Context: an optimization exercise on an open-source flow, tuned for small area. The choices shown serve that exercise and are no tape-out recipe. Only simulation tests tie the RTL to the original design; equivalence was not proved. Power and IR drop assume default switching activity.

## flow/constraint.sdc

```tcl
create_clock -name core_clock -period 14.0 [get_ports {clk}]
set_input_delay 2.8000 -clock core_clock [delete_from_list [all_inputs] [get_ports {clk}]]
set_output_delay 2.8000 -clock core_clock [all_outputs]
set_load 0.01 [all_outputs]
```

## flow/run.sh

```bash
#!/bin/bash
# synth_recipe.tcl (not shown) runs the flow's synth.tcl, then flattens the netlist and writes it again
# the make line also repeats each setting of config.mk as NAME=value (left out here)
make -C /OpenROAD-flow-scripts/flow DESIGN_CONFIG=/design/flow/config.mk WORK_HOME=/design/flow/orfs CLKGATE_MAP_FILE= SYNTH_SCRIPT=/design/flow/synth_recipe.tcl finish
```

## flow/config.mk

```make
export PLATFORM = sky130hd
export DESIGN_NAME = phong_sphere_pixel_shader
export DESIGN_NICKNAME = phong_sphere_pixel_shader
export VERILOG_FILES = /design/flow/design.v
export SDC_FILE = /design/flow/constraint.sdc
export NUM_CORES = 4
export LEC_CHECK = 0
export CAP_MARGIN = 20
export CORE_MARGIN = 2
export CORE_UTILIZATION = 35
export SLEW_MARGIN = 20
```

## flow/design.v

```verilog
module pss_iter_unit (
	input  logic [34:0] x,
	input  logic [34:0] y,
	input  logic        sub,
	input  logic        cin,
	output logic [34:0] s
);
	logic [35:0] c;
	logic [34:0] yy;
	assign yy   = sub ? ~y : y;
	assign c[0] = sub ^ cin;
	for (genvar i = 0; i < 35; i++) begin : g_fa
		assign s[i]   = x[i] ^ yy[i] ^ c[i];
		assign c[i+1] = (x[i] & yy[i]) | (c[i] & (x[i] ^ yy[i]));
	end
endmodule
module phong_sphere_pixel_shader #(
	parameter int COORD_BITS    = 11,
	parameter int SHININESS_MAX = 255
) (
	input  logic                         clk,
	input  logic                         arst_n,
	input  logic                         pixel_in_valid,
	output logic                         pixel_in_ready,
	input  logic signed [COORD_BITS-1:0] pixel_in_pixel_x,
	input  logic signed [COORD_BITS-1:0] pixel_in_pixel_y,
	input  logic signed [15:0]           pixel_in_light_pos_x,
	input  logic signed [15:0]           pixel_in_light_pos_y,
	input  logic signed [15:0]           pixel_in_light_pos_z,
	input  logic [15:0]                  pixel_in_light_red,
	input  logic [15:0]                  pixel_in_light_green,
	input  logic [15:0]                  pixel_in_light_blue,
	input  logic                         pixel_in_light_is_directional,
	input  logic                         pixel_in_last_light,
	output logic                         shade_out_valid,
	input  logic                         shade_out_ready,
	output logic [15:0]                  shade_out_red,
	output logic [15:0]                  shade_out_green,
	output logic [15:0]                  shade_out_blue,
	output logic                         shade_out_outside_sphere,
	input  logic                         cfg_valid,
	output logic                         cfg_ready,
	input  logic [2:0]                   cfg_index,
	input  logic [47:0]                  cfg_data
);
	localparam logic [5:0]
		S_IDLE = 6'd0,  S_D0 = 6'd1,   S_D1 = 6'd2,   S_D2 = 6'd3,   S_D3 = 6'd4,
		S_DC = 6'd5,    S_ZA = 6'd6,   S_ZB = 6'd7,   S_V0 = 6'd8,   S_V1 = 6'd9,
		S_V2 = 6'd10,   S_V3 = 6'd11,  S_SQ0 = 6'd12, S_SA = 6'd13,  S_SB = 6'd14,
		S_AL = 6'd15,   S_L0 = 6'd16,  S_L1 = 6'd17,  S_N0 = 6'd18,  S_N1 = 6'd19,
		S_N2 = 6'd20,   S_NZ = 6'd21,  S_DM = 6'd22,  S_DT0 = 6'd23, S_DT1 = 6'd24,
		S_DT2 = 6'd25,  S_DT3 = 6'd26, S_RZ = 6'd27,  S_R1 = 6'd28,  S_R2 = 6'd29,
		S_R3 = 6'd30,   S_R4 = 6'd31,  S_PC = 6'd32,  S_PM = 6'd33,  S_PS = 6'd34,
		S_CP = 6'd35,   S_CD = 6'd36,  S_CQ = 6'd37,  S_CS = 6'd38,  S_RPRE = 6'd39,
		S_RMAC = 6'd40, S_RPOST = 6'd41, S_WB = 6'd42, S_FIN = 6'd43,
		S_V4 = 6'd44,   S_ZS = 6'd45;
	localparam logic [3:0]
		OP_S = 4'd0, OP_AMB = 4'd1, OP_DOT = 4'd2, OP_RZ = 4'd3, OP_PM = 4'd4,
		OP_PS = 4'd5, OP_CP = 4'd6, OP_CD = 4'd7, OP_CQ = 4'd8, OP_CS = 4'd9;
	localparam logic [1:0] X_ZERO = 2'd0, X_A = 2'd1, X_A2 = 2'd2, X_RING = 2'd3;
	localparam logic [3:0]
		Y_ZERO = 4'd0, Y_A = 4'd1, Y_R = 4'd2, Y_LEN4 = 4'd3,
		Y_POS = 4'd5, Y_CRD = 4'd6, Y_Z = 4'd7, Y_QL1 = 4'd8, Y_BN = 4'd9,
		Y_RGB = 4'd10, Y_C32 = 4'd11, Y_C14 = 4'd12, Y_C15 = 4'd13;
	logic [9:0]  rad;
	logic [7:0]  shin;
	logic [143:0] kr;
	logic [7:0]  ph;
	logic [7:0]  sph;
	logic        kload;
	logic        kav, kdv, ksv;
	logic [5:0]  st;
	logic [3:0]  rop;
	logic [5:0]  k;
	logic [1:0]  ch;
	logic [2:0]  bi;
	logic        md;		 
	logic        sv, msub, dsgn, sc, outf, inpix, oval, outs, fresh;
	logic        dif;
	logic [33:0] P;
	logic [19:0] B;
	logic [32:0] A;
	logic [25:0] LEN;
	logic [21:0] Z;
	logic [16:0] QL;
	logic [15:0] sum [3];
	logic [1:0]  xsel;
	logic [3:0]  ysel;
	logic        xbit, sub, cin;
	logic [1:0]  lo2;
	logic [34:0] xv, yv, s;
	logic        ge;
	logic        dir, last;
	logic signed [15:0] pos_c;
	logic [15:0] rgb_c;
	logic        csel;
	logic signed [10:0] crd;
	logic        crd_neg;
	logic        tap;
	logic        mbit, mstep, qb;
	logic [31:0] lenv, qlv, zv;
	logic [15:0] radv, xv16, yv16;
	logic [5:0]  pre_n, post_n, nb;
	logic        sync;
	logic [16:0] sat_in;
	assign lenv = {15'd0, LEN[16:0]};
	assign qlv  = {16'd0, QL[16:1]};
	assign zv   = {6'd0, Z, 4'd0};
	assign radv = {6'd0, rad};
	assign xv16 = {5'd0, pixel_in_pixel_x};
	assign yv16 = {5'd0, pixel_in_pixel_y};
	assign dir  = pixel_in_light_is_directional;
	assign last = pixel_in_last_light;
	always_comb begin
		unique case (ch)
			2'd0:    begin pos_c = pixel_in_light_pos_x; rgb_c = pixel_in_light_red;   end
			2'd1:    begin pos_c = pixel_in_light_pos_y; rgb_c = pixel_in_light_green; end
			default: begin pos_c = pixel_in_light_pos_z; rgb_c = pixel_in_light_blue;  end
		endcase
	end
	assign crd     = csel ? pixel_in_pixel_y : pixel_in_pixel_x;
	assign crd_neg = (ch == 2'd0) ? pixel_in_pixel_x[10] : (ch == 2'd1) ? pixel_in_pixel_y[10] : 1'b0;
	assign tap     = B[19];
	always_comb begin
		unique case (cfg_index)
			3'd1:    cfg_ready = (ph == 8'd143);
			3'd2:    cfg_ready = (ph == 8'd47);
			3'd3:    cfg_ready = (ph == 8'd95);
			default: cfg_ready = 1'b1;
		endcase
	end
	assign kload = cfg_valid && cfg_ready && (cfg_index == 3'd1 || cfg_index == 3'd2 || cfg_index == 3'd3);
	assign pixel_in_ready = (st == S_FIN);
	assign shade_out_valid          = oval;
	assign shade_out_red            = sum[0];
	assign shade_out_green          = sum[1];
	assign shade_out_blue           = sum[2];
	assign shade_out_outside_sphere = outs;
	always_comb begin
		pre_n  = 6'd0;
		post_n = 6'd0;
		nb     = 6'd17;
		sync   = 1'b0;
		unique case (rop)
			OP_S:   nb = 6'd27;
			OP_DOT: nb = 6'd16;
			OP_AMB: begin pre_n = 6'd35; post_n = 6'd18; nb = 6'd16; sync = 1'b1; end
			OP_RZ:  post_n = 6'd14;
			OP_PM, OP_PS: post_n = 6'd15;
			OP_CP, OP_CQ: begin nb = 6'd16; sync = 1'b1; end
			OP_CD, OP_CS: begin pre_n = 6'd20; post_n = 6'd33; end
			default: ;
		endcase
	end
	always_comb begin
		unique case (rop)
			OP_S, OP_PS:  mbit = A[k[4:0]];
			OP_AMB:       mbit = kr[0] & kav;
			OP_CP:        mbit = kr[0] & kdv;
			OP_CQ:        mbit = kr[0] & ksv;
			OP_RZ, OP_CD: mbit = lenv[k[4:0]];
			default:      mbit = qb ^ sc;
		endcase
	end
	assign qb = (rop == OP_DOT) ? B[3] : qlv[k[4:0]];
	assign sph = {2'b00, ch, 4'd0} + ((rop == OP_CP) ? 8'd48 : (rop == OP_CQ) ? 8'd96 : 8'd0);
	assign mstep = (st == S_RMAC) && (k < nb) && !(sync && k == 6'd0 && ph != sph);
	always_comb begin
		xsel = X_ZERO;
		ysel = Y_ZERO;
		xbit = 1'b0;
		lo2  = 2'b00;
		sub  = 1'b0;
		cin  = 1'b0;
		csel = ch[0];
		unique case (st)
			S_D1: begin xsel = X_A2; ysel = radv[k[3:0]] ? Y_R : Y_ZERO; end
			S_D2: begin xsel = X_A; csel = 1'b0; ysel = xv16[k[3:0]] ? Y_CRD : Y_ZERO; sub = (k != 6'd10); end
			S_D3: begin xsel = X_A; csel = 1'b1; ysel = yv16[k[3:0]] ? Y_CRD : Y_ZERO; sub = (k != 6'd10); end
			S_ZA, S_SA: begin xsel = X_A2; xbit = tap; end
			S_ZB, S_SB: begin xsel = X_A2; xbit = tap; ysel = Y_LEN4; lo2 = {A[32], 1'b1}; sub = !A[32]; end
			S_V0: begin ysel = (ch != 2'd2 && !dir) ? Y_CRD : Y_ZERO; sub = 1'b1; end
			S_V1: begin xsel = X_A2; ysel = radv[k[3:0]] ? Y_POS : Y_ZERO; sub = dir; end
			S_V2: begin xsel = X_A; ysel = (ch == 2'd2 && !dir) ? Y_Z : Y_ZERO; sub = 1'b1; end
			S_V4: xsel = X_A2;
			S_V3, S_DT1, S_R2: begin ysel = Y_A; sub = 1'b1; end
			S_L1: begin xsel = X_A2; ysel = Y_LEN4; sub = !A[32]; end
			S_N0: begin ysel = (ch != 2'd2) ? Y_CRD : Y_ZERO; sub = crd_neg; end
			S_N1: begin xsel = X_A; ysel = Y_R; sub = 1'b1; end
			S_N2: begin xsel = X_A2; ysel = Y_R; sub = !A[32]; end
			S_NZ: begin xsel = X_A2; xbit = zv[k[4:0]]; ysel = Y_R; sub = !A[32]; end
			S_DM: begin ysel = Y_QL1; cin = QL[0]; end
			S_RZ: begin ysel = Y_BN; cin = B[2]; end
			S_R4: begin xsel = (A[32] || A > 33'd32768) ? X_ZERO : X_A; ysel = (!A[32] && A > 33'd32768) ? Y_C15 : Y_ZERO; end
			S_AL, S_CP, S_CQ: ysel = Y_RGB;
			S_DT0: begin xsel = X_RING; ysel = Y_C32; sub = 1'b1; end
			S_DT2: begin xsel = X_A; ysel = Y_C14; end
			S_R1: xsel = X_RING;
			S_R3: begin xsel = X_A; ysel = Y_QL1; cin = QL[0]; sub = !sv; end
			S_RPRE, S_RPOST: xsel = X_RING;
			S_RMAC: begin
				xsel = X_RING;
				ysel = (mstep && mbit) ? Y_A : Y_ZERO;
				sub  = (rop == OP_DOT) && msub && mstep && mbit;
			end
			S_WB: xsel = X_RING;
			default: ;
		endcase
	end
	always_comb begin
		unique case (xsel)
			X_A:    xv = {{2{A[32]}}, A};
			X_A2:   xv = {A[32], A, xbit};
			X_RING: xv = {P[33] & B[0], P[33] ^ B[0], P[32:0]};
			default: xv = '0;
		endcase
		unique case (ysel)
			Y_A:     yv = {{2{A[32]}}, A};
			Y_R:     yv = 35'(rad);
			Y_LEN4:  yv = 35'({LEN, lo2});
			Y_POS:   yv = 35'($signed(pos_c));
			Y_CRD:   yv = 35'($signed(crd));
			Y_Z:     yv = 35'(Z);
			Y_QL1:   yv = 35'(QL[16:1]);
			Y_BN:    yv = 35'(B[18:3]);
			Y_RGB:   yv = 35'(rgb_c);
			Y_C32:   yv = 35'h1_0000_0000;
			Y_C14:   yv = 35'h4000;
			Y_C15:   yv = 35'h8000;
			default: yv = '0;
		endcase
	end
	pss_iter_unit u_add (
		.x   (xv),
		.y   (yv),
		.sub (sub),
		.cin (cin),
		.s   (s)
	);
	assign ge     = ~s[34];
	assign dif    = !dsgn && LEN[16:0] != '0;
	assign sat_in = P[16:0];
	always_ff @(posedge clk or negedge arst_n) begin
		if (!arst_n) begin
			rad  <= 10'd100;
			shin <= 8'd1;
			kav  <= 1'b0;
			kdv  <= 1'b0;
			ksv  <= 1'b0;
			ph   <= '0;
		end else begin
			ph <= (ph == 8'd143) ? 8'd0 : ph + 8'd1;
			if (cfg_valid && cfg_ready) begin
				unique case (cfg_index)
					3'd0: rad  <= cfg_data[9:0];
					3'd1: kav  <= 1'b1;
					3'd2: kdv  <= 1'b1;
					3'd3: ksv  <= 1'b1;
					3'd4: shin <= cfg_data[7:0];
					default: ;
				endcase
			end
		end
	end
	always_ff @(posedge clk) begin
		kr[143:48] <= {kr[0], kr[143:49]};
		kr[47:0]   <= kload ? cfg_data : kr[48:1];
	end
	always_ff @(posedge clk or negedge arst_n) begin
		if (!arst_n) begin
			st    <= S_IDLE;
			inpix <= 1'b0;
			oval  <= 1'b0;
		end else begin
			if (oval && shade_out_ready) oval <= 1'b0;
			unique case (st)
				S_IDLE: if (pixel_in_valid && !oval) st <= S_D0;
				S_D0:  st <= S_D1;
				S_D1:  st <= S_D2;
				S_D2:  st <= S_D3;
				S_D3:  st <= (k == 6'd0) ? S_DC : S_D1;
				S_DC:  st <= ((rad == '0) || A[32]) ? (last ? S_ZS : S_FIN) : S_ZA;
				S_ZS:  st <= (ch == 2'd2) ? S_FIN : S_ZS;
				S_ZA:  st <= S_ZB;
				S_ZB:  st <= (k == 6'd0) ? S_V0 : S_ZA;
				S_V0:  st <= S_V1;
				S_V1:  st <= (k == 6'd0) ? S_V2 : S_V1;
				S_V2:  st <= S_V3;
				S_V3:  st <= md ? S_V4 : S_RPRE;
				S_V4:  st <= S_L1;
				S_SQ0: st <= (k == 6'd0) ? S_SA : S_SQ0;
				S_SA:  st <= S_SB;
				S_SB:  st <= (k == 6'd0) ? S_AL : S_SA;
				S_AL:  st <= S_RPRE;
				S_L1:  st <= (k == 6'd0) ? S_N0 : S_L1;
				S_N0:  st <= (ch == 2'd2) ? S_NZ : S_N1;
				S_N1:  st <= S_N2;
				S_N2:  st <= (k == 6'd0) ? S_DM : S_N2;
				S_NZ:  st <= (k == 6'd0) ? S_DM : S_NZ;
				S_DM:  st <= S_RPRE;
				S_DT0: st <= S_DT1;
				S_DT1: st <= S_DT2;
				S_DT2: st <= S_DT3;
				S_DT3: st <= S_RZ;
				S_RZ:  st <= S_RPRE;
				S_R1:  st <= S_R2;
				S_R2:  st <= S_R3;
				S_R3:  st <= S_R4;
				S_R4:  st <= S_PC;
				S_PC: begin
					if ((shin >> bi) == 8'd0) st <= S_CP;
					else if (shin[bi])         st <= S_PM;
					else                       st <= S_PS;
				end
				S_PM, S_PS, S_CD, S_CQ, S_CS: st <= S_RPRE;
				S_CP:  st <= dif ? S_RPRE : S_CQ;
								S_RPRE:  if (k == 6'd0) st <= S_RMAC;
				S_RMAC:  if (k == 6'd52) st <= S_RPOST;
				S_RPOST: if (k == 6'd0) st <= S_WB;
				S_WB: begin
					unique case (rop)
						OP_S:   st <= (ch == 2'd2) ? S_SQ0 : S_V0;
						OP_AMB: st <= (ch != 2'd2) ? S_AL : (LEN == '0) ? S_FIN : S_V0;
						OP_DOT: st <= (ch == 2'd2) ? S_DT0 : S_V0;
						OP_RZ:  st <= S_R1;
						OP_PM:  st <= S_PS;
						OP_PS:  st <= (bi == 3'd7) ? S_CP : S_PC;
						OP_CP:  st <= S_CD;
						OP_CD:  st <= (ch == 2'd2) ? S_CQ : S_CP;
						OP_CQ:  st <= S_CS;
						default: st <= (ch == 2'd2) ? S_FIN : S_CQ;
					endcase
				end
				S_FIN: begin
					st    <= S_IDLE;
					inpix <= !last;
					if (last) oval <= 1'b1;
				end
				default: st <= S_IDLE;
			endcase
		end
	end
	always_ff @(posedge clk) begin
		unique case (st)
			S_IDLE: begin
				if (!inpix) fresh <= 1'b1;
			end
			S_D0: begin A <= s[32:0]; k <= 6'd10; end
			S_D1, S_D2: A <= s[32:0];
			S_D3: begin A <= s[32:0]; k <= k - 6'd1; end
			S_DC: begin
				outf <= (rad == '0) || A[32];
				ch   <= 2'd0;
				B    <= A[19:0];
				P    <= '0;
				LEN  <= '0;
				A    <= s[32:0];
				k    <= 6'd21;
			end
			S_ZA, S_SA, S_SQ0: begin
				if (st == S_SQ0) begin
					A   <= s[32:0];
					LEN <= '0;
					if (k == 6'd0) k <= 6'd25; else k <= k - 6'd1;
				end else begin
					A <= s[32:0];
				end
				P <= {1'b0, P[31:0], B[19]};
				B <= {B[18:0], P[32]};
			end
			S_ZB, S_SB: begin
				A   <= s[32:0];
				LEN <= {LEN[24:0], ge};
				P   <= {1'b0, P[31:0], B[19]};
				B   <= {B[18:0], P[32]};
				k   <= k - 6'd1;
				if (st == S_ZB && k == 6'd0) begin
					Z  <= {LEN[20:0], ge};
					ch <= 2'd0;
					md <= 1'b0;
					P  <= '0;
					B  <= '0;
				end
				if (st == S_SB && k == 6'd0) ch <= 2'd0;
			end
			S_V0: begin A <= s[32:0]; k <= 6'd11; end
			S_V1: begin A <= s[32:0]; k <= k - 6'd1; end
			S_V2: A <= s[32:0];
			S_V4: begin A <= s[32:0]; k <= 6'd16; end
			S_V3: begin
				sv <= A[32];
				if (A[32]) A <= s[32:0];
				rop <= OP_S;
				k   <= 6'd0;
			end
			S_AL: begin
				P   <= {18'd0, fresh ? 16'd0 : sum[0]};
				B   <= '0;
				A   <= s[32:0];
				rop <= OP_AMB;
				k   <= 6'd35;
			end
			S_N1: begin
				A <= s[32:0];
				B <= {B[18:2], ge, B[1:0]};
				k <= 6'd15;
			end
			S_L1, S_N2, S_NZ: begin
				A <= s[32:0];
				if (st == S_L1) QL <= {QL[15:0], ge}; else B <= {B[18:2], ge, B[1:0]};
				k <= k - 6'd1;
			end
			S_N0: begin A <= s[32:0]; k <= 6'd25; end
			S_DM: begin
				A    <= s[32:0];
				sc   <= B[2];
				msub <= sv ^ crd_neg;
				rop <= OP_DOT;
				k   <= 6'd0;
			end
			S_DT0, S_DT2: A <= s[32:0];
			S_DT1: begin
				dsgn <= A[32];
				if (A[32]) A <= s[32:0];
			end
			S_DT3: LEN[16:0] <= A[31:15];
			S_RZ: begin
				A   <= s[32:0];
				P   <= 34'h2000;
				B   <= '0;
				rop <= OP_RZ;
				k   <= 6'd0;
			end
			S_R1, S_R3: A <= s[32:0];
			S_R2: if (dsgn) A <= s[32:0];
			S_R4: begin
				A  <= s[32:0];
				QL <= {16'h8000, 1'b0};
				bi <= 3'd0;
				ch <= 2'd0;
			end
			S_PC: ch <= 2'd0;
			S_PM, S_PS: begin
				P   <= 34'h4000;
				B   <= '0;
				sc  <= QL[0];
				rop <= (st == S_PM) ? OP_PM : OP_PS;
				k   <= 6'd0;
			end
			S_CP, S_CQ: begin
				A   <= s[32:0];
				P   <= '0;
				B   <= '0;
				rop <= (st == S_CP) ? OP_CP : OP_CQ;
				k   <= 6'd0;
			end
			S_CD, S_CS: begin
				P   <= {18'd0, sum[0]};
				B   <= '0;
				sc  <= QL[0];
				rop <= (st == S_CD) ? OP_CD : OP_CS;
				k   <= 6'd20;
			end
			S_RPRE: begin
				if (k != 6'd0) begin
					P <= s[34:1];
					B <= {s[0], B[19:1]};
					k <= k - 6'd1;
				end
			end
			S_RMAC: begin
				if (!(sync && k == 6'd0 && ph != sph)) begin
					P <= s[34:1];
					B <= {s[0], B[19:1]};
					if (mstep) sc <= qb & sc;
					k <= (k == 6'd52) ? post_n : k + 6'd1;
				end
			end
			S_RPOST: begin
				if (k != 6'd0) begin
					P <= s[34:1];
					B <= {s[0], B[19:1]};
					k <= k - 6'd1;
				end
			end
			S_WB: begin
				unique case (rop)
					OP_S: begin
						if (ch == 2'd2) k <= 6'd0;
						ch <= ch + 2'd1;
					end
					OP_AMB: begin
						sum[2] <= (sat_in[16]) ? 16'hFFFF : sat_in[15:0];
						sum[1] <= sum[2];
						sum[0] <= sum[1];
						if (ch == 2'd2) fresh <= 1'b0;
						ch <= (ch == 2'd2) ? 2'd0 : ch + 2'd1;
						md <= 1'b1;
						if (ch == 2'd2) begin
							P <= 34'h1_0000_0000;
							B <= '0;
						end
					end
					OP_DOT: ch <= ch + 2'd1;
					OP_PM: QL <= {P[15:0], 1'b0};
					OP_PS, OP_CP, OP_CQ: begin
						A  <= s[32:0];
						bi <= bi + 3'd1;
					end
					OP_CD, OP_CS: begin
						sum[2] <= (sat_in[16]) ? 16'hFFFF : sat_in[15:0];
						sum[1] <= sum[2];
						sum[0] <= sum[1];
						ch <= (ch == 2'd2) ? 2'd0 : ch + 2'd1;
					end
					default: ;
				endcase
			end
			S_ZS: begin
				sum[2] <= (sat_in[16]) ? 16'hFFFF : sat_in[15:0];
				sum[1] <= sum[2];
				sum[0] <= sum[1];
				ch     <= ch + 2'd1;
			end
			S_FIN: begin
				if (last) outs <= outf;
			end
			default: ;
		endcase
	end
endmodule
```

==> impl.org, run 1 <==
** Clock tree
- Hold bufs inserted after CTS :: 0
- TritonCTS clock tree :: done
- H-tree lvl count :: 2
- CTS placed an instance of clkbuf_16 at the clock tree root.
- Buffers from clock root to sink, at most :: 3
- In this run, CTS created clock tree buffers numbering 47.
- Clk sinks :: between 400 and 500
- Insertion delay of the later-clocked pin in the worst-skew pair :: around 0.62 ns
- After clock tree synthesis, the clock-pin slew on the worst setup and hold paths is 0.07 ns.

** Detailed routing
- Number of nets still failing antenna checks after routing :: 0
- Violation count after the first detailed-route iteration :: 2413
- Vias per inst :: 5.912
- Total wirelength of the detailed-routed design :: roughly 100 mm
- Routed wire length per instance :: about 30 um
- Detailed Routing Iterations Pass 1 :: 9
- Total via count after detailed routing :: just under 20000
- DRC Markers :: 0

** GRT
- First-pass GRT wire length :: around 140 mm
- Pin count of the biggest net entering global routing :: 52
- Number of global-route vias before repair :: 19670
- Tot GR Track Use :: 0.3135
- The number of antenna violations at the first check in global routing was 5.
- Global route overflow :: 0

** Timing
- Final number of setup-violating endpoints :: 22
- The worst pin sits at a relative slew slack of 0.2101.
- Across all setup checks in the final design, the least slack found is -3.452 ns.
- Unrepaired setup endpoints after global routing :: true
- Final Max Slew Viols :: 0
- For the final database, setup skew stands at between 0.05 and 0.06 ns.
- Dividing the final minimum period by the clock period gives 1.247.
- Final hold violations :: 0
- Timing-limited maximum frequency :: about 57 MHz
- The smallest clock period supported by the final layout is computed as between 15 and 20 ns.
- At the pin with the least slew margin, the transition time is about 1.2 ns.

** Critical path
- The critical path is of the in2reg type.
- On the worst path, the slowest cell contributes a delay of roughly 0.52 ns.
- The worst setup path is launched from an input port.
- Among the stages of the critical path, the cell type that occurs most often is fa_2.
- For this design, the slowest cell found on the critical path is or4b_4.
- At the worst endpoint, the arrival time is 17.79 ns.
- Required time of the worst setup path :: around 14 ns
- Buf/Inv on CP :: 2
- The critical path starts at pixel_in_pixel_y[5].
- Among cell families on the critical path, the largest total delay comes from adder cells.
- Critical path endpoint category :: flop
- The startpoint identified for the worst register-to-register timing path is k[0].
- In this run the worst path has a maximum fanout of 5.

** Yosys
- In the post-synthesis netlist, the cell with the most instances is edfxtp_1.
- Gate count after technology mapping :: between 1500 and 2000
- Count of unique library cells instantiated by Yosys :: between 80 and 90
- Netlist area before placement :: around 0.022 mm2
- Of the post-synthesis cell area, the dominant cell type holds 0.3106.
- Primary flip-flop cell chosen by synthesis mapping :: edfxtp_1
- A synthesized cell averages approximately 11 um2.
- During synthesis, Yosys emitted a total of 2 warnings.
- Fraction of synthesis flops using an asynchronous set or reset pin :: 0.08981
- Sorting the synthesized cells by how often they occur yields 223 x edfxtp_1, 152 x dfxtp_1, 140 x nand2_1.
- Number of enable-type register cells in the synthesized netlist :: 223
- Share of the yosys chip area belonging to registers :: 0.4949
- Post-synth top area cell :: edfxtp_1
- Number of synthesized register bits :: roughly 410
- Yosys attributes the largest share of cell area to edfxtp_1 31%, dfxtp_1 14%, dfrtp_1 3.8%.
- Total nets after synthesis :: 2193

** Power
- Power spent charging and discharging nets :: 619.0 uW
- Worst supply voltage drop on vdd :: 0.1079 mV
- Internal power consumption :: 2141 uW
- Of the total power, the share spent switching nets is 0.2243.
- Register share of total power :: 0.492
- Clock power share :: 0.451
- In this run the power density over the cells is between 90 and 100 mW/mm2.
- Share of power burned in combinational logic :: 0.057
- After layout, the design draws a total of 2760 uW.
- The analysis attributes to cell leakage a power of about 0.011 uW.

** Die
- Die Area :: approximately 0.064 mm2
- For this configuration, the core starts out at a cell density of 0.3559.
- After floorplanning, the core was sized to cover 0.06058 mm2.
- In this run the horizontal extent of the chip is between 200 and 300 um.
- Die span in y :: between 200 and 300 um
- Row generation in the floorplan step produced 90 rows.
- IO Pins :: roughly 230

** Final layout
- Summing all flip-flop and latch instances after layout gives between 0.01 and 0.015 mm2.
- Counting the fill cells in the layout gives roughly 5600.
- Relative to the synthesized area, the layout overhead comes to 36.46%.
- Nets :: about 2700
- In the final layout, the share of cells above drive strength 1 is 0.2765.
- Finished Layout Cells :: 3335
- In the final layout, the multi-input gates occupy roughly 0.010 mm2.

** Job
- Across the run, the number of max-cap violations was 0.

** Status
- The run finished, with violations left.
- Blocking Checks :: setup timing

** Placed design
- Counting tap cells, the placed design contains a total of 3244 instances.
- The HPWL after detailed placement is 78.68 mm.
- Input and output buffers added on the ports amount to 227.
- Global placement routability congestion :: 1.097
- Pre-CTS worst setup slack :: -4.341 ns

** Min path
- Min-delay src :: kr[64]
- Class of the worst hold path :: reg2reg
-- area by class of cell --
type	instances	area share
Clock buffer	61	0.04606
Antenna cell	3	0.0002552
Clock inverter	24	0.007357
Inverter	70	0.008930
Tap cell	782	0.03326
Multi-Input combinational cell	1327	0.3508
Timing Repair Buffer	656	0.1906
Sequential cell	412	0.3627
-- worst register-to-register path, delay by kind of cell (launching register included) --
| family | cells | cell delay [ns] |
|---|---|---|
| AOI/OAI and AO/OA | 7 | 1.47 |
| buffers and inverters | 6 | 0.93 |
| and+or+nand+nor | 1 | 0.14 |
| adders and majority gates | 33 | 11.42 |
| xor gates and xnor gates | 4 | 0.66 |
| muxes | 2 | 1.07 |
| DFF | 1 | 0.39 |
-- state kept, by name, indices dropped and copies added (netlist names), 10 cells and up --
register and flops:
rad 10, QL 17, Z 22, sum 48, A 33, kr 144
B 20, P 34, LEN 26
-- repair_timing --
action / 4_1_cts / 5_1_grt
resized for setup: 50 / 11
setup endpoints to repair: 24 / 24
pin swaps: 11 / 4
buffers inserted: 2 / 0
-- metrics by stage --
stage / utilization / cell area (um2) / hold slack, ns / TNS (ns)
2_1_floorplan: - / 21660 / 0.3096 / -46.89
3_3_place_gp: 0.4566 / 27660 / 0.3109 / -63.71
3_5_place_dp: 0.4568 / 27670 / 0.3121 / -65.68
4_1_cts: 0.4840 / 29320 / 0.3261 / -41.90
5_1_grt: 0.4855 / 29410 / 0.3290 / -48.03
6_report: 0.4856 / 29420 / 0.3223 / -43.54
-- power by group through the flow --
stage	sequential (uW)	clock, uW	combinational [uW]
after floorplan	1370	0	52.7
after global placement	1380	0	154
after detailed placement	1380	0	157
after CTS	1360	1270	157
after global routing	1360	1320	164
final	1360	1240	157
-- placed cells by master, fill, tap and decap left out, drive strengths merged, types with 25 or more instances in the layout --
cell and instances:
buf 432, edfxtp 223, clkdlybuf4s50 203, dfxtp 152, nand2 140, a21oi 118
nor2 103, o21ai 92, nor2b 92, a22o 79, mux2 73, inv 70
clkbuf 61, a222oi 49, a221o 41, nor3 36, fa 35, dfrtp 33
xor2 28, mux4 27, xnor2 27, mux2i 25
-- logic make-up after synthesis --
family	count (synthesis)	synth area share
AO/OA/AOI/OAI	574	0.1964
AND/OR/NAND/NOR	516	0.1220
multiplexers	125	0.07794
flip-flops	412	0.4949
XOR/XNOR	55	0.02269
adder cells (fa/ha/maj)	57	0.04515
buffers and inverters	222	0.04085
-- final timing paths --
kind	to	slack (ns)	depth (start not counted)
worst max register to register	LEN[0]	-2.35	53
worst min register to register	kr[63]	0.32	0
min in group asynchronous	oval	2.31	1
worst max-delay path	LEN[0]	-3.45	47
max in group asynchronous	shin[2]	11.05	1
worst min-delay path	kr[63]	0.32	0
-- layer usage --
metal	vias up	track usage	share of wire
met4	4	0.1714	0.061
met1	9774	0.4130	0.41
met3	244	0.05942	0.082
met5	-	0	0.00027
met2	1083	0.4874	0.45
li1	8612	-	-
==> run 2: changes to the inputs <==
--- a/flow/design.v
+++ b/flow/design.v
@@ -7,10 +7,22 @@
 );
+	localparam int NG = 9;		 
+	logic [35:0] yy, p, g;
 	logic [35:0] c;
-	logic [34:0] yy;
-	assign yy   = sub ? ~y : y;
-	assign c[0] = sub ^ cin;
-	for (genvar i = 0; i < 35; i++) begin : g_fa
-		assign s[i]   = x[i] ^ yy[i] ^ c[i];
-		assign c[i+1] = (x[i] & yy[i]) | (c[i] & (x[i] ^ yy[i]));
+	logic [NG:0] gc;
+	logic [NG-1:0] gg, gp;
+	assign yy = {1'b0, sub ? ~y : y};
+	assign p  = {1'b0, x} ^ yy;
+	assign g  = {1'b0, x} & yy;
+	assign gc[0] = sub ^ cin;
+	for (genvar j = 0; j < NG; j++) begin : g_grp
+		assign gg[j] = g[4*j+3] | (p[4*j+3] & g[4*j+2]) | (p[4*j+3] & p[4*j+2] & g[4*j+1]) |
+			(p[4*j+3] & p[4*j+2] & p[4*j+1] & g[4*j]);
+		assign gp[j] = p[4*j+3] & p[4*j+2] & p[4*j+1] & p[4*j];
+		assign gc[j+1] = gg[j] | (gp[j] & gc[j]);
+		assign c[4*j]   = gc[j];
+		assign c[4*j+1] = g[4*j]   | (p[4*j]   & c[4*j]);
+		assign c[4*j+2] = g[4*j+1] | (p[4*j+1] & c[4*j+1]);
+		assign c[4*j+3] = g[4*j+2] | (p[4*j+2] & c[4*j+2]);
 	end
+	assign s = p[34:0] ^ c[34:0];
 endmodule
==> impl.org, run 2 <==
** Detailed routing
- The routed layout has ~19000 vias.
- Wires add up to about 85 mm.
- In the final routed layout, each cell accounts on average for between 20 and 30 um.
- After the first detailed-routing iteration, the DRC count stood at 2267.
- Vias per inst :: between 5 and 6
- After detailed routing, the number of remaining DRC violations is 0.
- The pre-antenna-repair detailed-routing pass consisted of 12 iterations.
- The detail route stage leaves a number of antenna-violating nets equal to 0.

** Placed design
- Global placement routability congestion :: about 1
- Count of input and output buffers :: 227
- Detailed placement ended at an HPWL of 62.77 mm.

** Final layout
- Nets :: ~2500
- The largest registers in the layout are kr: 144 flops, sum: 48 flops, P: 34 flops.
- Synthesis-to-finish area growth :: 21.85%
- Fin util :: 0.4295
- Fraction of layout cells with a size suffix above 1 :: 0.1306
- 0 antenna diodes ended up in the layout.
- Number of flip-flops in the largest register :: around 140
- The top cell types in the final layout, fill and taps aside, are 226 x clkdlybuf4s50_1, 223 x edfxtp_1, 152 x dfxtp_1, 151 x a21oi_1, 140 x nor2_1.
- Leading cell type in the layout, fill and taps excluded :: clkdlybuf4s50_1
- Biggest register :: kr

** Power
- In this run the power spent charging and discharging nets is roughly 600 uW.
- Internal power consumption :: between 2000 and 2500 uW
- Clock power share :: 0.462
- Share of power burned in combinational logic :: 0.046
- Of the total power, the share spent switching nets is 0.2204.
- Register share of total power :: 0.492
- Leakage power summed over all cells :: around 0.01 uW
- For this design the ratio of total power to cell area is 102.9 mW/mm2.
- Across the VDD grid, the largest voltage drop is between 0.08 and 0.09 mV.
- Total power after layout :: about 2800 uW

** Yosys
- Yosys Warn Count :: 2
- The cell area that synthesis handed to floorplanning was 0.02215 mm2.
- Counting distinct cell types in the post-synthesis netlist gives 96.
- Synthesis produced a netlist with a net count of 2324.
- The cell count after synthesis came out at 2067.
- Of the synthesized area, sequential elements account for 0.4817.
- Of all cell types, the one taking the most synthesized area is edfxtp_1.
- Of all flip-flops after synthesis, the portion carrying an async set or reset was 0.08981.
- The synthesized design contains just over 400 register bits.
- Among all cell types in the netlist, the one instantiated most often is edfxtp_1.
- Largest cells by area after synthesis :: edfxtp_1 30%, dfxtp_1 14%, dfrtp_1 3.7%
- The share of synthesized area in the top cell type comes to 0.3023.
- Most numerous cell types in the synthesized netlist :: 223 x edfxtp_1, 152 x a21oi_1, 152 x dfxtp_1
- A synthesized cell averages 10.72 um2.
- Primary flip-flop cell chosen by synthesis mapping :: edfxtp_1
- Number of enable-type register cells in the synthesized netlist :: approximately 220

** Clock tree
- TritonCTS clock tree :: done
- Hold repair after CTS inserted 0 buffers.
- The number of gates resized after CTS was 0.
- Once the clock tree was built, the setup fixing pass inserted 0 buffers.
- Insertion delay of the later-clocked pin in the worst-skew pair :: 0.62 ns
- CTS root buffer :: clkbuf_16
- The H-tree was split into 2 levels.
- Buffers from clock root to sink, at most :: 3
- Clk sinks :: just over 400
- Counting the buffers created by CTS gives 49.
- After clock tree synthesis, the clock-pin slew on the worst setup and hold paths is ~0.060 ns.

** Timing
- Largest clock skew in the final design :: 0.02708 ns
- The number of pins with negative max-slew slack in the final report was 0.
- Least-Margin Pin Slew :: ~1.1 ns
- Timing-limited maximum frequency :: just over 100 MHz
- The number of failing hold endpoints at the final stage came to 0.
- Subtracting the final worst setup slack from the clock period gives around 9.8 ns.
- The worst pin sits at a relative slew slack of 0.2339.
- Final number of setup-violating endpoints :: 0
- Accumulated negative setup slack :: 0 ns
- Share of the clock period used by the worst path after layout :: 0.7016
- Setup repair after global routing left no endpoint under its margin.

** Die
- Area of the core :: 0.06285 mm2
- The die covers between 0.06 and 0.07 mm2.
- The die is 255.6 um wide.
- The floorplan has 92 rows.
- The floorplan step set the die height to 255.6 um.
- Initial cell density of the core :: 0.3525
- IO Pins :: 228

** Critical path
- Critical path endpoint category :: flop
- Of all nets on the critical path, the largest fanout is 33.
- Required time of the worst setup path :: about 14 ns
- STA classifies the critical path startpoint as an input port.
- Crit Path Class :: in2reg
- Data arrival time at the worst-slack endpoint :: 10.19 ns

** GRT
- Number of global-route vias before repair :: 18710
- Global route overflow :: 0
- First-pass GRT wire length :: around 120 mm
- Entering global routing, the biggest net connects between 50 and 60 pins.
- For this run, the total global-route usage over all layers was measured as 0.2532.
- Initial antenna violation count :: 1

** Min path
- Class of the worst hold path :: reg2reg

** Job
- The tool flagged a number of max-cap violations equal to 0.

** Status
- Outcome :: finished clean
## run 2: cell type report
type                       count  area [um2]
clock inverter                27       259.0
clock buffer                  62        1356
inverter                     110       412.9
timing repair buffer         278        2650
multi-input combinational   1393       10580
fill                        6036       35860
tap                          846        1059
sequential                   412       10670
## run 2: metal layers
| layer | wire length [um] | global-route usage | share of wire | up-vias |
|---|---|---|---|---|
| li1 | - | - | - | 8195 |
| met1 | 34030 | 0.3209 | 0.40 | 9337 |
| met2 | 40400 | 0.4189 | 0.47 | 904 |
| met3 | 6151 | 0.04120 | 0.072 | 206 |
| met4 | 4686 | 0.1275 | 0.055 | 2 |
| met5 | 13 | 0 | 0.00015 | - |
## run 2: per-stage QoR
step / cells / area, um2 / hold WS [ns] / setup WS, ns
after floorplan: 2067 / 22150 / 0.3096 / 4.868
final: 3128 / 26990 / 0.3220 / 4.177
after global routing: 3128 / 26990 / 0.3297 / 3.926
after CTS: 3128 / 26970 / 0.3251 / 4.268
after detailed placement: 3039 / 25360 / 0.3121 / 3.691
after global placement: 3039 / 25360 / 0.3131 / 3.795
## run 2: worst paths after layout
check / start / end / slack (ns) / cells after the start
worst max register to register: k[0] / LEN[0] / 4.72 / 27
worst min-delay path: kr[57] / kr[56] / 0.32 / 0
min in group asynchronous: arst_n / ph[2] / 2.32 / 1
worst max-delay path: pixel_in_pixel_y[1] / LEN[0] / 4.18 / 24
max in group asynchronous: arst_n / st[0] / 11.06 / 1
worst min register to register: kr[57] / kr[56] / 0.32 / 0
## run 2: kinds of logic (layout without fill, tap and decap cells)
family          after synthesis  count (layout)  synth area share
simple gates                498             498            0.1106
fa+ha+maj                    82              82           0.05535
xor+xnor                     64              64           0.02649
buf+inv                     262             477           0.04631
flops                       412             412            0.4817
mux                         124             124           0.07710
compound gates              625             625            0.2024
## run 2: power by group through the flow
stage	logic, uW	clock network, uW	registers (uW)
after floorplan	58.2	0	1380
after global placement	123	0	1390
after detailed placement	126	0	1390
after CTS	127	1310	1370
after global routing	137	1350	1370
final	127	1280	1370
## run 2: critical path, cell delays in order
cell and delay [ns]:
clkdlybuf4s50_1 0.43, mux4_1 0.56, o2111a_1 0.29, or4_4 0.59
and4bb_1 0.28, o211a_2 0.63, a211oi_1 0.19, xor2_1 0.22
ha_1 0.35, and4_1 0.23, nand3_1 0.11, or3_1 0.34
a221o_1 0.28, o221a_2 0.29, a21o_1 0.21, o31ai_1 0.26
a211oi_1 0.16, o211a_1 0.30, fa_1 0.46, fa_1 0.45
xor2_1 0.24, xor2_2 0.21, inv_2 0.07, a22o_1 0.23
==> run 3: changes to the inputs <==
==> flow/flow/run.sh (new file) <==
#!/bin/bash
# The standard layout (the standard.sh, unchanged synthesis, floorplan, power grid,
# placement and routing), with two knobs the standard flow exposes through the
# environment: the port buffers use the smallest buffer cell, and the clock tree is
# built without dummy loads. Every tool's output goes to flow_standard.log here.
set -euo pipefail
export BUFFER_PORTS_ARGS="-buffer_cell sky130_fd_sc_hd__buf_1"
export CTS_ARGS="-sink_clustering_enable -repair_clock_nets -dont_use_dummy_load -buf_list sky130_fd_sc_hd__clkbuf_4 -sink_clustering_size 20"
bash standard.sh > flow_standard.log 2>&1
==> flow/standard.sh (new file) <==
#!/bin/bash
# synth_recipe.tcl (not shown) runs the flow's synth.tcl, then flattens the netlist and writes it again
# the make line also repeats each setting of config.mk as NAME=value (left out here)
make -C /OpenROAD-flow-scripts/flow DESIGN_CONFIG=/design/flow/config.mk WORK_HOME=/design/flow/orfs CLKGATE_MAP_FILE= SYNTH_SCRIPT=/design/flow/synth_recipe.tcl "${@:-finish}"
removed: flow/run.sh
==> impl.org, run 3 <==
** GRT
- Global route overflow :: 0
- The first global-routing pass estimated approximately 130 mm of wire.
- The number of antenna violations at the first check in global routing came to 1.
- Tot GR Track Use :: 0.2542
- Entering global routing, the biggest net connects 59 pins.
- The via count of the first global-routing pass was between 15000 and 20000.

** Yosys
- Largest cells by area after synthesis :: edfxtp_1 30%, dfxtp_1 14%, dfrtp_1 3.7%
- Fraction of synthesized cell area taken by the top area cell type :: 0.3023
- Number of enable-type register cells in the synthesized netlist :: about 220
- By count the netlist is led by 223 x edfxtp_1, 152 x a21oi_1, 152 x dfxtp_1.
- In the synthesized netlist the dominant register cell turns out to be edfxtp_1.
- Yosys Warn Count :: 2
- Total nets after synthesis :: about 2300
- Post-synth top area cell :: edfxtp_1
- Synthesis handed over a netlist of about 2100 instances.
- Netlist area before placement :: ~0.022 mm2
- Fraction of synthesis flops using an asynchronous set or reset pin :: 0.08981
- Synthesis inferred between 400 and 500 register bits.
- Count of unique library cells instantiated by Yosys :: 96
- After synthesis, the mean cell area works out to around 11 um2.
- For this run, the register share of the synthesized area comes to 0.4817.
- Dominant cell by count in the synthesized netlist :: edfxtp_1

** Critical path
- Of all nets on the critical path, the largest fanout is 33.
- Largest stage delay on the critical path :: around 0.65 ns
- Critical path endpoint category :: flop
- STA classifies the critical path startpoint as an input port.
- For the worst setup path, the data arrival time is approximately 9.8 ns.
- Highest-delay cell along the critical path :: o211a_2
- Counting both buffers and inverters, the worst setup path holds a total of 2.
- The cell family contributing the most delay on the critical path is compound AO/OA/AOI/OAI gates.
- Series of cell instances along the critical path :: buf_1 -> mux4_1 -> o2111a_1 -> or4_4 -> and4bb_1 -> o211a_2 -> a211oi_1 -> xor2_1 -> ha_1 -> and3_1 -> nand3_1 -> or3_1 -> a221o_1 -> o221a_2 -> a21o_1 -> o31ai_1 -> a211oi_1 -> o211a_1 -> fa_1 -> fa_1 -> xor2_1 -> xor2_2 -> inv_2 -> a22o_1
- The critical path is of the in2reg type.
- Required time of the worst setup path :: 14.60 ns

** Timing
- Share of the clock period used by the worst path after layout :: 0.6585
- Tightest slew margin relative to the limit :: 0.2568
- At the pin with the least slew margin, the transition time is around 1.1 ns.
- Unrepaired setup endpoints after global routing :: false
- Hold is met by between 0.2 and 0.25 ns.
- The number of failing hold endpoints at the final stage was 0.
- Timing-limited maximum frequency :: approximately 110 MHz
- The number of pins with negative max-slew slack in the final report was 0.
- Final min period :: roughly 9.2 ns
- Final number of setup-violating endpoints :: 0
- Accumulated negative setup slack :: 0 ns
- Largest clock skew in the final design :: 0.1004 ns

** Power
- The analysis attributes to cell leakage a power of approximately 0.0092 uW.
- For this design the ratio of total power to cell area is between 90 and 100 mW/mm2.
- IR analysis of the VDD net gives a maximum drop of 0.04866 mV.

** Detailed routing
- The first detailed-routing pass took 11 iterations.
- After the first detailed-routing iteration, the DRC count stood at 2171.
- Total via count after detailed routing :: between 15000 and 20000
- The detail route stage leaves a number of antenna-violating nets equal to 0.
- In the final routed layout, each cell accounts on average for between 20 and 30 um.
- DRC Markers :: 0
- Vias per inst :: roughly 6
- Total wirelength of the detailed-routed design :: roughly 85 mm

** Die
- Die span in x :: 255.6 um
- Initial cell density of the core :: 0.3525
- IO Pins :: between 200 and 250
- Die Area :: 0.06532 mm2
- Area of the core :: between 0.06 and 0.07 mm2
- Number of core rows :: slightly above 90
- The die is 255.6 um tall.

** Placed design
- Global placement routability congestion :: 0.9945
- Placed insts :: 3039
- Count of input and output buffers :: approximately 230
- Half-perimeter wire length of the detailed placement result :: approximately 62 mm

** Clock tree
- Clock tree synthesis selected as its root buffer the cell clkbuf_4.
- CTS built an H-tree with a depth of 3.
- TritonCTS clock tree :: done
- Hold bufs inserted after CTS :: 0
- The clock reaches the later pin of the worst-skew pair after around 0.9 ns.
- Number of buffers added by the clock tree synthesis step :: between 100 and 150
- Clock transition at path regs :: approximately 0.070 ns
- Buffer count from post-CTS setup fixing :: 0
- The clock drives around 410 sinks.
- The longest clock path from root to sink contains 3 buffers.
- Post-cts sizing count :: 0

** Final layout
- Counting flops per register, the top entry is kr.
- Most used cells in the layout excluding fill and tap cells :: 226 x buf_1, 223 x edfxtp_1, 152 x dfxtp_1, 151 x a21oi_1, 140 x nor2_1
- Registers with the most flip-flops :: kr: 144 flops, sum: 48 flops, P: 34 flops
- Of the cells placed in the final design, the portion with a size suffix greater than 1 is 0.1432.
- Number of fillers in the final layout :: between 6000 and 7000
- Nets :: approximately 2600
- Synthesis-to-finish area growth :: 11.97%
- Leading cell type in the layout, fill and taps excluded :: buf_1
- Leaving out filler cells and counting taps, the final layout contains around 3200.
- The register with the most flip-flops in the layout has 144 of them.

** Min path
- The path class of the tightest hold or removal check is reg2reg.

** Job
- Max-cap violations :: 0

** Status
- Outcome :: finished clean
run 3: routing by layer:
layer	vias up	track usage	routed length (um)
met1	9447	0.3181	33530
met2	1036	0.4152	40070
met3	230	0.04189	6047
met4	0	0.1485	5121
met5	-	0	0
li1	8308	-	-
run 3: final timing paths:
| kind | start | to | slack (ns) | cells past startpoint |
|---|---|---|---|---|
| max in group asynchronous | arst_n | st[4] | 11.30 | 1 |
| hold reg to reg | kr[83] | kr[82] | 0.24 | 0 |
| min in group asynchronous | arst_n | ph[4] | 2.04 | 1 |
| setup reg to reg | k[1] | LEN[0] | 4.81 | 27 |
| hold / removal | kr[83] | kr[82] | 0.24 | 0 |
| setup / recovery | pixel_in_pixel_y[1] | LEN[0] | 4.78 | 24 |
run 3: final cells by class:
type	instances	area, um2	share of cell area
Sequential cell	412	10670	0.4302
Multi-Input combinational cell	1393	10590	0.4269
Timing Repair Buffer	278	1236	0.04984
Tap cell	846	1059	0.04268
Clock buffer	111	833.3	0.03360
Inverter	110	412.9	0.01665
Antenna cell	1	2.502	0.0001009
run 3: through the flow:
stage | total power [uW] | setup WS (ns) | util | cell area, um2
2_1_floorplan | 1434 | 4.868 | - | 22150
3_3_place_gp | 1481 | 4.146 | 0.3809 | 23940
3_5_place_dp | 1485 | 4.032 | 0.3809 | 23940
4_1_cts | 2304 | 4.799 | 0.3942 | 24780
5_1_grt | 2376 | 4.269 | 0.3946 | 24800
6_report | 2272 | 4.780 | 0.3946 | 24800
run 3: logic make-up after synthesis:
family	count (synthesis)	synth area share
muxes	124	0.07710
DFF	412	0.4817
adders and majority gates	82	0.05535
xor gates and xnor gates	64	0.02649
buffers and inverters	262	0.04631
and+or+nand+nor	498	0.1106
AOI/OAI and AO/OA	625	0.2024
run 3: worst register-to-register path, stage by stage, from the launching register on:
cell,delay (ns)
edfxtp_1,0.70
buf_4,0.48
mux4_2,0.42
mux4_2,0.53
a22o_1,0.21
ha_1,0.33
o211ai_1,0.24
o211ai_1,0.38
a2111o_1,0.51
o211a_2,0.35
a2111o_1,0.52
xnor2_1,0.15
ha_1,0.32
and4_1,0.23
nand3_1,0.12
or3_1,0.34
a221o_1,0.27
o221a_2,0.29
a21o_1,0.21
o31ai_1,0.25
a211oi_1,0.16
o211a_1,0.29
fa_1,0.46
fa_1,0.45
xor2_1,0.25
xor2_2,0.21
inv_2,0.08
a22o_1,0.23
run 3: report_power, final:
group	total (uW)	internal [uW]	switching, uW	leakage [uW]
Clock	810	355	455	0.000511
Sequential	1370	1340	31.9	0.00380
Combinational	95.2	54.4	40.9	0.00489
==> run 4: changes to the inputs <==
--- a/flow/flow/run.sh
+++ b/flow/flow/run.sh
@@ -7,3 +7,3 @@
 export BUFFER_PORTS_ARGS="-buffer_cell sky130_fd_sc_hd__buf_1"
-export CTS_ARGS="-sink_clustering_enable -repair_clock_nets -dont_use_dummy_load -buf_list sky130_fd_sc_hd__clkbuf_4 -sink_clustering_size 20"
+export CTS_ARGS="-sink_clustering_enable -repair_clock_nets -dont_use_dummy_load -buf_list sky130_fd_sc_hd__clkbuf_8 -sink_clustering_size 30"
 bash standard.sh > flow_standard.log 2>&1
==> impl.org, run 4 <==
** Critical path
- Setup slack on the worst reg-to-reg path comes out at 4.83 ns.
- In this run the critical register-to-register path is launched from rop[2].
- The worst register-to-register path has a depth of 27.
- Among all stages on the critical path, the largest delay is contributed by o211a_2.
- The worst setup path is captured at a flop.
- The critical path runs through a total of 24 cells.
- Critical register-to-register path endpoint :: LEN[0]
- Worst-path maximum fanout :: 33
- STA puts the critical path data required time at about 14 ns.
- On the critical path the largest part of the delay comes from compound AO/OA/AOI/OAI gates.
- Largest stage delay on the critical path :: ~0.65 ns
- By startpoint and endpoint, the worst setup path is classified as in2reg.
- Series of cell instances along the critical path :: buf_1 -> mux4_1 -> o2111a_1 -> or4_4 -> and4bb_1 -> o211a_2 -> a211oi_1 -> xor2_1 -> ha_1 -> and3_1 -> nand3_1 -> or3_1 -> a221o_1 -> o221a_2 -> a21o_1 -> o31ai_1 -> a211oi_1 -> o211a_1 -> fa_1 -> fa_1 -> xor2_1 -> xor2_2 -> inv_2 -> a22o_1
- Data on the critical path arrives at its endpoint at around 9.8 ns.
- Worst setup startpoint :: pixel_in_pixel_y[1]
- Following the worst setup path forward leads to its endpoint at LEN[0].
- Launching element type of the critical path :: input port
- The number of buffers and inverters on the critical path is 2.

** Yosys
- Fraction of synthesized cell area taken by the top area cell type :: 0.3023
- Gate count after technology mapping :: slightly above 2000
- Post-synthesis share of cell area spent on full adders, half adders and majority gates :: 0.05535
- Number of enable-type register cells in the synthesized netlist :: between 200 and 250
- After synthesis, the share of cell area in mux cells is 0.07710.
- Xor/xnor cell area share of the yosys netlist :: 0.02649
- Primary flip-flop cell chosen by synthesis mapping :: edfxtp_1
- Number of synthesized register bits :: a little over 400
- Largest cells by area after synthesis :: edfxtp_1 30%, dfxtp_1 14%, dfrtp_1 3.7%
- Post-synth top area cell :: edfxtp_1
- Total nets after synthesis :: about 2300
- Summing every instance area after synthesis gives between 0.02 and 0.025 mm2.
- Post-synthesis simple-gate area fraction :: 0.1106
- For this run, the register share of the synthesized area comes to 0.4817.
- The complex-gate fraction of the synthesized area came to 0.2024.
- After synthesis, the largest family of logic cells by area is compound AO/OA/AOI/OAI gates.
- Count of unique library cells instantiated by Yosys :: 96
- Yosys Warn Count :: 2
- Fraction of synthesis flops using an asynchronous set or reset pin :: 0.08981
- Dominant cell by count in the synthesized netlist :: edfxtp_1
- Sorting the synthesized cells by how often they occur yields 223 x edfxtp_1, 152 x a21oi_1, 152 x dfxtp_1.
- The average instance in the mapped netlist occupies roughly 11 um2.

** Detailed routing
- For this block, the via count after detailed routing is ~19000.
- Highest routed layer :: met4
- For this block, the initial DRC count from the detailed router was 2124.
- Total length of routed met2 wires :: around 40 mm
- After detailed routing, the average wire length per cell comes to ~27 um.
- Total wirelength of the detailed-routed design :: between 80 and 90 mm
- Met1 WL :: 33.58 mm
- Detailed Routing Iterations Pass 1 :: 14
- Vias per inst :: ~6
- After detailed routing, the number of remaining DRC violations is 0.
- The routed design uses approximately 6.0 mm of met3 wire.
- Number of nets still failing antenna checks after routing :: 0

** Clock tree
- No sink is reached through more buffers than the 3 on the longest clock path.
- Insertion delay of the later-clocked pin in the worst-skew pair :: 0.69 ns
- The H-tree was split into 3 levels.
- The number of clock buffers added by TritonCTS is 76.
- Buffer count from post-CTS setup fixing :: 0
- Clock transition at path regs :: approximately 0.060 ns
- TritonCTS clock tree :: done
- The tree built by TritonCTS fans out to ~410 sinks.
- The tree is rooted in a clkbuf_8.
- Hold bufs inserted after CTS :: 0
- Post-cts sizing count :: 0

** Placed design
- In this run, placement finished with an instance count of a little over 3000.
- The wire-length estimate of the detail-placed layout is 62.33 mm.
- Global placement routability congestion :: 0.9945
- Port buffering added between 200 and 250 buffers.
- After detailed placement, the total cell area comes to about 0.024 mm2.

** Timing
- Tightest slew margin relative to the limit :: 0.2577
- The smallest clock period supported by the final layout is computed as 9.403 ns.
- Summed over all failing endpoints, the final setup total negative slack is 0 ns.
- Timing-limited maximum frequency :: between 100 and 150 MHz
- Share of the clock period used by the worst path after layout :: 0.6716
- Setup repair after global routing left no endpoint under its margin.
- Setup violations remaining at the end of the flow were counted as 0.
- Final hold violations :: 0
- Final Max Slew Viols :: 0
- Least-Margin Pin Slew :: around 1.1 ns
- Largest clock skew in the final design :: between 0.07 and 0.08 ns

** Final layout
- Leading cell type in the layout, fill and taps excluded :: buf_1
- Footprint of the multi-input gates :: 0.01059 mm2
- Number of fillers in the final layout :: around 6200
- Finished Layout Cells :: between 3000 and 4000
- Biggest register :: kr
- The register with the most flip-flops in the layout has 144 of them.
- Fraction of layout cells with a size suffix above 1 :: 0.1300
- From synthesis to final layout, the design area changed by 12.93%.
- Summing all flip-flop and latch instances after layout gives roughly 0.011 mm2.
- For this run, the share of the core covered by cells in the final layout is 0.3980.
- Registers with the most flip-flops :: kr: 144 flops, sum: 48 flops, P: 34 flops
- Post-Layout Inst Area :: roughly 0.025 mm2
- The library cells used most frequently in the layout, excluding fill and tap cells, are 226 x buf_1, 223 x edfxtp_1, 152 x dfxtp_1, 151 x a21oi_1, 140 x nor2_1.
- The final layout contains around 2500 nets.

** GRT
- Initial antenna violation count :: 2
- Global routing finished with a remaining overflow of 0.
- Pin count of the biggest net entering global routing :: slightly below 60
- The first global-routing pass estimated between 100 and 150 mm of wire.
- The via count of the first global-routing pass was roughly 19000.
- Tot GR Track Use :: 0.2542

** Power
- IR analysis of the VDD net gives a maximum drop of between 0.06 and 0.07 mV.
- Leakage power summed over all cells :: about 0.0092 uW
- PwrDens :: 96.08 mW/mm2

** Die
- After floorplanning, the core was sized to cover ~0.063 mm2.
- Die span in x :: 255.6 um
- Number of core rows :: 92
- Die span in y :: 255.6 um
- Die Area :: around 0.065 mm2
- about 230 I/O pins were placed.
- Initial cell density of the core :: 0.3525

** Min path
- The min-delay analysis places its worst path in the category reg2reg.

** Status
- The run finished with no timing, DRC or antenna violations.

** Job
- Max-cap violations in this run came to 0.
==> run 4: cell counts after synthesis <==
No cell type changed its count.
==> run 4: metal layers <==
layer  vias up  GRT usage
met5         -          0
met4         0     0.1446
met3       242    0.04169
met2       995     0.4130
met1      9291     0.3216
li1       8208          -
==> run 4: area by class of cell <==
cell class,instances,area share
tap,846,0.04231
inverter,110,0.01650
sequential,412,0.4266
multi-input combinational,1393,0.4233
timing repair buffer,278,0.04941
antenna,1,0.0001000
clock buffer,76,0.04181
==> run 4: through the flow <==
stage	setup slack [ns]	hold WS, ns	total power, uW
5_1_grt	4.263	0.2872	2495
4_1_cts	4.667	0.2779	2430
3_5_place_dp	4.032	0.3121	1485
2_1_floorplan	4.868	0.3096	1434
3_3_place_gp	4.146	0.3107	1481
6_report	4.597	0.2842	2404
==> run 4: worst register-to-register path: stages, from the launching register on <==
cell,delay [ns]
edfxtp_1,0.73
nor4bb_1,0.78
ha_1,0.32
fa_1,0.44
xnor2_1,0.16
and4_1,0.20
o31ai_1,0.14
a31oi_1,0.63
a2111o_1,0.25
o211a_2,0.65
a211oi_1,0.23
xor2_1,0.18
ha_1,0.40
and3_1,0.22
nand3_1,0.11
or3_1,0.34
a221o_1,0.27
o221a_2,0.28
a21o_1,0.21
o31ai_1,0.24
a211oi_1,0.16
o211a_1,0.29
fa_1,0.46
fa_1,0.45
xor2_1,0.25
xor2_2,0.20
inv_2,0.07
a22o_1,0.23
==> run 4: power breakdown <==
part           internal, uW  leakage (uW)  total [uW]  switching [uW]
combinational          54.4       0.00489        95.8            41.5
sequential             1340       0.00380        1370            31.8
clock                   476      0.000546         939             464
==> run 4: how the worst min path moves through the flow <==
stage	startpoint	end	slack [ns]	cells past startpoint
finish	kr[57]	kr[56]	0.28	0
global route	kr[57]	kr[56]	0.29	0
CTS	kr[57]	kr[56]	0.28	0
detailed placement	kr[113]	kr[112]	0.31	0
global placement	kr[142]	kr[141]	0.31	0
floorplan	kr[101]	kr[100]	0.31	0
==> run 4: kinds of logic after synthesis <==
| group | after synthesis |
|---|---|
| XOR/XNOR | 64 |
| adder cells (fa/ha/maj) | 82 |
| flip-flops | 412 |
| AND/OR/NAND/NOR | 498 |
| buffers and inverters | 262 |
| AO/OA/AOI/OAI | 625 |
| multiplexers | 124 |
==> run 5: changes to the inputs <==
--- a/flow/flow/run.sh
+++ b/flow/flow/run.sh
@@ -7,3 +7,3 @@
 export BUFFER_PORTS_ARGS="-buffer_cell sky130_fd_sc_hd__buf_1"
-export CTS_ARGS="-sink_clustering_enable -repair_clock_nets -dont_use_dummy_load -buf_list sky130_fd_sc_hd__clkbuf_8 -sink_clustering_size 30"
+export CTS_ARGS="-sink_clustering_enable -repair_clock_nets -dont_use_dummy_load"
 bash standard.sh > flow_standard.log 2>&1
==> impl.org, run 5 <==
** Status
- Outcome :: finished clean

** Yosys
- Count of unique library cells instantiated by Yosys :: 96
- In this run, synthesis inferred approximately 220 flip-flops with an integrated enable.
- Gate count after technology mapping :: ~2100
- Share of the yosys chip area belonging to registers :: 0.4817
- Synthesis inferred ~410 register bits.
- In the synthesized netlist the async set-or-reset flop fraction comes to 0.08981.
- Total nets after synthesis :: 2324
- Most numerous cell types in the synthesized netlist :: 223 x edfxtp_1, 152 x a21oi_1, 152 x dfxtp_1
- Yosys Warn Count :: 2
- Averaged over all synthesized cells, the footprint is between 10 and 15 um2.
- Dominant cell by count in the synthesized netlist :: edfxtp_1
- By area the synthesized netlist is led by edfxtp_1 30%, dfxtp_1 14%, dfrtp_1 3.7%.
- The biggest area contributor in the post-synthesis netlist is edfxtp_1.
- Primary flip-flop cell chosen by synthesis mapping :: edfxtp_1
- The share of synthesized area in the top cell type comes to 0.3023.
- Netlist area before placement :: between 0.02 and 0.025 mm2

** Min path
- Number of instances on the worst hold path :: 0
- The worst hold path begins at kr[134].
- Class of the worst hold path :: reg2reg
- Min-Delay Endpoint :: kr[133]

** GRT
- The number of antenna violations at the first check in global routing is 1.
- The via count of the first global-routing pass came to roughly 19000.
- For this run the aggregate overflow at the end of global routing stands at 0.
- Entering global routing, the biggest net connects just under 60 pins.
- Tot GR Track Use :: 0.2521
- First-pass GRT wire length :: ~120 mm

** Power
- PwrDens :: 100.2 mW/mm2
- Worst supply voltage drop on vdd :: roughly 0.07 mV
- Leakage power summed over all cells :: 0.009276 uW

** Detailed routing
- Total via count after detailed routing :: around 19000
- For this run, design rule violations remaining after detail routing come to 0.
- Detailed Routing Iterations Pass 1 :: 9
- Summed over all layers, the routed wires come to between 80 and 90 mm.
- In this run, the number of DRC markers left after iteration 0 of detailed routing was roughly 2100.
- Number of nets still failing antenna checks after routing :: 0
- In the final routed layout, each cell accounts on average for around 27 um.
- After detailed routing, the number of vias per cell comes to ~6.1.

** Placed design
- Global placement routability congestion :: approximately 0.99
- The wire-length estimate of the detail-placed layout is slightly above 60 mm.
- Count of input and output buffers :: between 200 and 250

** Final layout
- In the final layout, the share of cells above drive strength 1 is 0.1191.
- Biggest register :: kr
- Diodes inserted :: 0
- Fill cells in the final layout number slightly above 6000.
- The multi-input combinational cells in the finished layout cover a total of 0.01059 mm2.
- The largest registers in the layout are kr: 144 flops, sum: 48 flops, P: 34 flops.
- For this run, the share of the core covered by cells in the final layout is 0.4005.
- Summing all flip-flop and latch instances after layout gives around 0.011 mm2.
- Leading cell type in the layout, fill and taps excluded :: buf_1
- The area growth from synthesis to layout is 13.62%.
- Leaving out fill and tap cells, the most frequent cells in the layout are 226 x buf_1, 223 x edfxtp_1, 152 x dfxtp_1, 151 x a21oi_1, 140 x nor2_1.
- Nets :: 2500
- The register with the most flip-flops in the layout has 144 of them.

** Critical path
- The endpoint identified for the worst register-to-register timing path is LEN[0].
- For the worst setup path, the data required time is ~14 ns.
- Counting cells, the worst reg-to-reg path comes to 27.
- The worst setup path is captured at a flop.
- Register-to-register setup slack :: around 4.8 ns
- The critical path in this run is classified as in2reg.
- The worst register-to-register path begins at k[1].
- Worst-path maximum fanout :: 33
- Launching element type of the critical path :: input port
- At the worst endpoint, the arrival time is around 9.8 ns.

** Timing
- Timing-limited maximum frequency :: roughly 110 MHz
- Dividing the final minimum period by the clock period gives 0.6774.
- Final number of setup-violating endpoints :: 0
- Final Max Slew Viols :: 0
- For the final database, setup skew stands at between 0.03 and 0.04 ns.
- Accumulated negative setup slack :: 0 ns
- At the pin with the least slew margin, the transition time is about 1.1 ns.
- Tightest slew margin relative to the limit :: 0.2751
- Final hold violations :: 0
- Final min period :: around 9.5 ns
- Setup repair after global routing left no endpoint under its margin.

** Die
- The initial utilization of the core area, before any placement, comes to 0.3525.
- Die span in y :: roughly 260 um
- In this run the core area contains 92 standard-cell rows.
- Die span in x :: between 200 and 300 um
- In this run the count of I/O pins placed on the die edge is about 230.
- Die Area :: 0.06532 mm2
- After floorplanning, the core was sized to cover between 0.06 and 0.07 mm2.

** Clock tree
- Buffer count from post-CTS setup fixing :: 0
- Hold bufs inserted after CTS :: 0
- For this design, the sink count on the clock tree is ~410.
- Buffers from clock root to sink, at most :: 3
- Clock tree synthesis selected as its root buffer the cell clkbuf_16.
- Insertion delay of the later-clocked pin in the worst-skew pair :: between 0.5 and 0.6 ns
- H-tree lvl count :: 2
- TritonCTS built the clock tree.
- Post-cts sizing count :: 0
- Clock-pin slew was measured on the worst setup and hold paths at 0.06 ns.
- Buffers inserted during clock tree synthesis total 48.

** Job
- Max-cap violations :: 0
## run 5: cell types whose count changed in the layout (fill, tap and decap cells not counted)
cell / change
clkbuf_16: +48
clkbuf_8: -76
diode_2: -1
## run 5: area by class of cell
cell class / instances / area share
flip-flops and latches: 412 / 0.4240
multi-input cells: 1393 / 0.4207
repair buffers: 278 / 0.04912
clock buffers: 48 / 0.04772
well taps: 846 / 0.04206
inverters: 110 / 0.01640
## run 5: cells by family (layout without fill, tap and decap cells)
family | Yosys count | count (layout) | share of synthesized area
fa+ha+maj | 82 | 82 | 0.05535
xor+xnor | 64 | 64 | 0.02649
flops | 412 | 412 | 0.4817
compound gates | 625 | 625 | 0.2024
mux | 124 | 124 | 0.07710
buf+inv | 262 | 436 | 0.04631
simple gates | 498 | 498 | 0.1106
## run 5: metal layers
metal / part of all wire / up-vias / GRT usage
met3: 0.068 / 199 / 0.03278
li1: - / 8166 / -
met2: 0.47 / 982 / 0.4147
met5: 0 / - / 0
met4: 0.058 / 0 / 0.1356
met1: 0.40 / 9336 / 0.3231
## run 5: through the flow
stage	setup slack [ns]	cells	instance area, um2	hold WS [ns]	total power (uW)
global placement	4.146	3039	23940	0.3107	1481
floorplan	4.868	2067	22150	0.3096	1434
detailed placement	4.032	3039	23940	0.3121	1485
CTS	4.577	3087	25140	0.3213	2551
finish	4.517	3087	25170	0.3143	2522
global route	4.211	3087	25170	0.3255	2606
## run 5: worst max-delay path by stage
stage / from / to / slack [ns]
floorplan: pixel_in_pixel_y[1] / LEN[0] / 4.87
global placement: pixel_in_pixel_y[1] / LEN[0] / 4.15
detailed placement: pixel_in_pixel_y[1] / LEN[0] / 4.03
CTS: pixel_in_pixel_y[1] / LEN[0] / 4.58
global route: pixel_in_pixel_y[1] / LEN[0] / 4.21
finish: pixel_in_pixel_y[1] / LEN[0] / 4.52
## run 5: power breakdown
part	switching [uW]	leakage [uW]	internal [uW]
logic	41.3	0.00489	54.4
registers	31.8	0.00380	1340
clock network	461	0.000592	597
## run 5: critical path, stage by stage
cell and delay (ns):
buf_1 0.09, mux4_1 0.53, o2111a_1 0.28, or4_4 0.59
and4bb_1 0.28, o211a_2 0.65, a211oi_1 0.20, xor2_1 0.22
ha_1 0.33, and4_1 0.23, nand3_1 0.11, or3_1 0.34
a221o_1 0.27, o221a_2 0.29, a21o_1 0.21, o31ai_1 0.25
a211oi_1 0.16, o211a_1 0.29, fa_1 0.45, fa_1 0.45
xor2_1 0.25, xor2_2 0.21, inv_2 0.08, a22o_1 0.23

==> separate check: timing with driven ports <==
No port has a modelled driver above. Below, the same layouts with a new extraction and two added sets of constraints.
Step 1 sets driving cells, clkbuf_16 on the clock port and buf_2 on the other inputs (assumed; they add their load-dependent delay and slew).
Step 2 moves the port delays by t, midway between the first and last clock arrival at a register: inputs arrive t later, outputs are due t later. That takes back most of the time a late clock gives input paths.
Slacks: ideal / step 1 / step 2; pairs: ideal / step 1.
run	t, ns	slack for setup (ns)	worst setup path at the end	cell pins on the clock port's net
run 1	0.649	-3.452 / -3.418 / -4.067	input to register	1
run 2	0.668	4.177 / 4.217 / 3.549	input to register	1
run 3	0.903	4.780 / 4.805 / 3.908	input to register	1
run 4	0.705	4.597 / 4.627 / 3.922	input to register	1
run 5	0.631	4.517 / 4.555 / 3.924	input to register	1
For run 3, which loses most, drivers alone change the setup slack by +0.025 ns; drivers and shift together by -0.872 ns.
